Background: an optimization exercise with open tools, aiming at a short achievable clock period and few clock cycles. Do not read the settings as production practice. No driver is modelled on the clock port, so clock power and skew are understated where the tree is cut down; a real chip needs a root buffer or a tree. Power and IR drop assume default switching activity.

## v21
Design axi_mem, start of the top module:
module axi_mem (
  input  wire        aclk,
  input  wire        arstn,
  input  wire [3:0]  arid,
  input  wire [31:0] araddr,
  input  wire [3:0]  arlen,
  input  wire [2:0]  arsize,
  input  wire        arvalid,
  output wire        arready,
  input  wire [3:0]  awid,
  input  wire [31:0] awaddr,
  input  wire [3:0]  awlen,
  input  wire [2:0]  awsize,
  input  wire        awvalid,
  output wire        awready,
  input  wire [31:0] wdata,
  input  wire [3:0]  wstrb,
  input  wire        wlast,
  input  wire        wvalid,
  output wire        wready,
  output wire [3:0]  rid,
  output wire [31:0] rdata,
  output wire [1:0]  rresp,
  output wire        rlast,
  output wire        rvalid,
  input  wire        rready,
  output wire [3:0]  bid,
  output wire [1:0]  bresp,
  output wire        bvalid,
  input  wire        bready
);
Size: ~3300 cells after synthesis, roughly 1400 flip-flops, roughly 180 I/O pins, about 0.051 mm² of cells after synthesis.
Settings: LEC_CHECK=0, CAP_MARGIN=20, CORE_MARGIN=2, CORE_UTILIZATION=55, SETUP_SLACK_MARGIN=4.0, SLEW_MARGIN=20, TNS_END_PERCENT=100; clock period 6.0 ns.
standard.sh (not shown) runs the stock make flow with config.mk's settings and CLKGATE_MAP_FILE= SYNTH_SCRIPT=/design/flow/synth_recipe.tcl, a recipe that flattens the netlist after the stock synthesis.
==> flow/flow/run.sh <==
#!/bin/bash
# Standard ORFS flow (the standard.sh) with three changes:
# - the ports get sky130_fd_sc_hd__buf_8 buffers (sized later as usual)
#   instead of the delay cells buffer_ports picks by default;
# - before CTS, flow/move_hook.tcl moves each output's flip-flop next to the
#   port's output buffer;
# - the clock tree is built by flow/cts_hook.tcl (sourced before CTS; it
#   replaces clock_tree_synthesis): 4 root buffers on the clock port, each
#   driving the leaf buffers of one quadrant.
# The make output goes to standard_flow.log; each tool's own logs stay under
# orfs/logs.
set -euo pipefail
export FLOW_CTS_LEAVES=56
export FLOW_CTS_LEAF_CELL=sky130_fd_sc_hd__clkbuf_16
export FLOW_CTS_ROOT_CELL=sky130_fd_sc_hd__clkbuf_16
export FLOW_MOVE_OUTPUTS=1
cat flow/move_hook.tcl flow/cts_hook.tcl > pre_cts.tcl
bash standard.sh finish PRE_CTS_TCL=$PWD/pre_cts.tcl \
  BUFFER_PORTS_ARGS="-buffer_cell sky130_fd_sc_hd__buf_8" > standard_flow.log 2>&1
Other scripts of this flow, unchanged in this note and not shown: flow/flow/cts_hook.tcl, flow/flow/move_hook.tcl
Relative to v21, the following input files were edited for v9:
--- a/flow/design.v
+++ b/flow/design.v
@@ -45,15 +45,15 @@
   reg        arready_q;   
   reg        r_start;     
   reg        rvalid_q;
   reg        rvalid_o;    
   reg        rlast_o;     
   reg [1:0]  ra;          
   reg [4:0]  rw;          
-  reg [31:0] rsel_a, rsel_b;   
+  reg [31:0] rsel;        
   reg        rhz, rho;    
   reg [2:0]  rsz;
   reg [3:0]  rcnt;        
   reg [3:0]  rid_q;
   reg [31:0] rdata_q, rdata_h;    
   reg        rerr_q, rerr_h, rlast_q;
   reg [3:0]  rid_h;
@@ -67,46 +67,42 @@
                       (((rsz == 3'd1) & (ra == 2'd3)) | ((rsz == 3'd2) & (ra != 2'd0)));
   wire       r_err  = (rsz > 3'd2) | ~rhz | r_low;
   reg [31:0] r_word;
   integer    k;
   always @* begin
     r_word = 32'd0;
     for (k = 0; k < 32; k = k + 1)
-      r_word = r_word | (mem[32*k +: 32] & {{16{rsel_b[k]}}, {16{rsel_a[k]}}});
+      r_word = r_word | (mem[32*k +: 32] & {32{rsel[k]}});
   end
   always @(posedge aclk or negedge arstn) begin
     if (!arstn) begin
       r_busy   <= 1'b0;
       r_start  <= 1'b0;
       rvalid_q <= 1'b0;
       rvalid_o <= 1'b0;
     end else begin
       r_start  <= r_idle & arvalid;
       r_busy   <= r_idle ? arvalid : ~r_end;
       rvalid_q <= r_start | (rvalid_o & ~r_end);
       rvalid_o <= r_start | (rvalid_q & ~r_end);
     end
   end
-  wire [31:0] a_dec = 32'd1 << araddr[6:2];
-  wire        r_rot = r_ld & r_wc;
-  always @(posedge aclk) begin
-    rsel_a <= r_idle ? a_dec : r_rot ? {rsel_b[30:0], rsel_b[31]} : rsel_b;
-    rsel_b <= r_idle ? a_dec : r_rot ? {rsel_a[30:0], rsel_a[31]} : rsel_a;
-  end
   always @(posedge aclk) begin
     if (r_idle) begin
       ra   <= araddr[1:0];
       rw   <= araddr[6:2];
+      rsel <= 32'd1 << araddr[6:2];
       rhz  <= araddr[31:7] == 25'd0;
       rho  <= &araddr[31:7];
       rsz  <= arsize;
       rcnt <= arlen;
     end else if (r_ld) begin
       ra   <= r_off[1:0];
       rw   <= rw + {4'd0, r_wc};
+      rsel <= r_wc ? {rsel[30:0], rsel[31]} : rsel;
       rhz  <= r_hc ? rho : rhz;
       rho  <= rho & ~r_hc;
       rcnt <= rcnt - 4'd1;
     end
   end
   always @(posedge aclk) begin
     arready_q <= r_idle ? ~arvalid : r_end;
--- outcome ---
v9 vs v21 — worst slack after detailed placement dropped 0.025 ns.
Relative to v21, worst stage delay on the critical path has increased by 0.06 ns in v9.
v9 — placed wire-length estimate after detailed placement 3.7% lower, v21 as reference
Cmp v21 and v9 / count of vias placed by the detailed router / higher: v9
Fraction of met3 tracks used by global routing ended up 2.7 points higher on v9 than on v21.
Compared with v21, number of synthesized flops with an enable pin in v9 increased by a few percent.
[compare] base=v21 new=v9: total power now sits higher, number of nets in the layout now sits lower.
Cell area | v9 vs v21 | v9 larger
v9 ended with more routed wire length per instance than v21.
Between v9 and v21, it is v9 whose number of antenna violations at the first check in global routing is higher, by 5.
Function was not checked in any run of this note: the RTL went through the layout flow alone. No run of this note takes its clock network from TritonCTS; it comes from the design's own scripts or RTL.

-- re-timing with driven ports --
In the flow no input, the clock included, has a driving cell. The finished layouts below were timed again as built, in two steps.
Step 1, drivers: a clkbuf_16 drives aclk and a buf_2 each remaining input, both assumed.
Step 2 times the ports against the registers' clock, not the clock port: input delays grow and output delays shrink by t, the midpoint of the rising clock arrivals with the driver on.
a / b / c = no drivers / after step 1 / after step 2; a / b = the first two.
run	shift t [ns]	setup slack, ns	worst slew at a driven data input, ns
v21	0.644	3.754 / 3.591 / 3.464	0.10
v9	0.637	3.706 / 3.582 / 3.411	0.10
After both steps every run listed still meets setup and hold. The setup slack of v9, which loses most, moves by -0.124 ns with the drivers and by -0.295 ns with both steps.
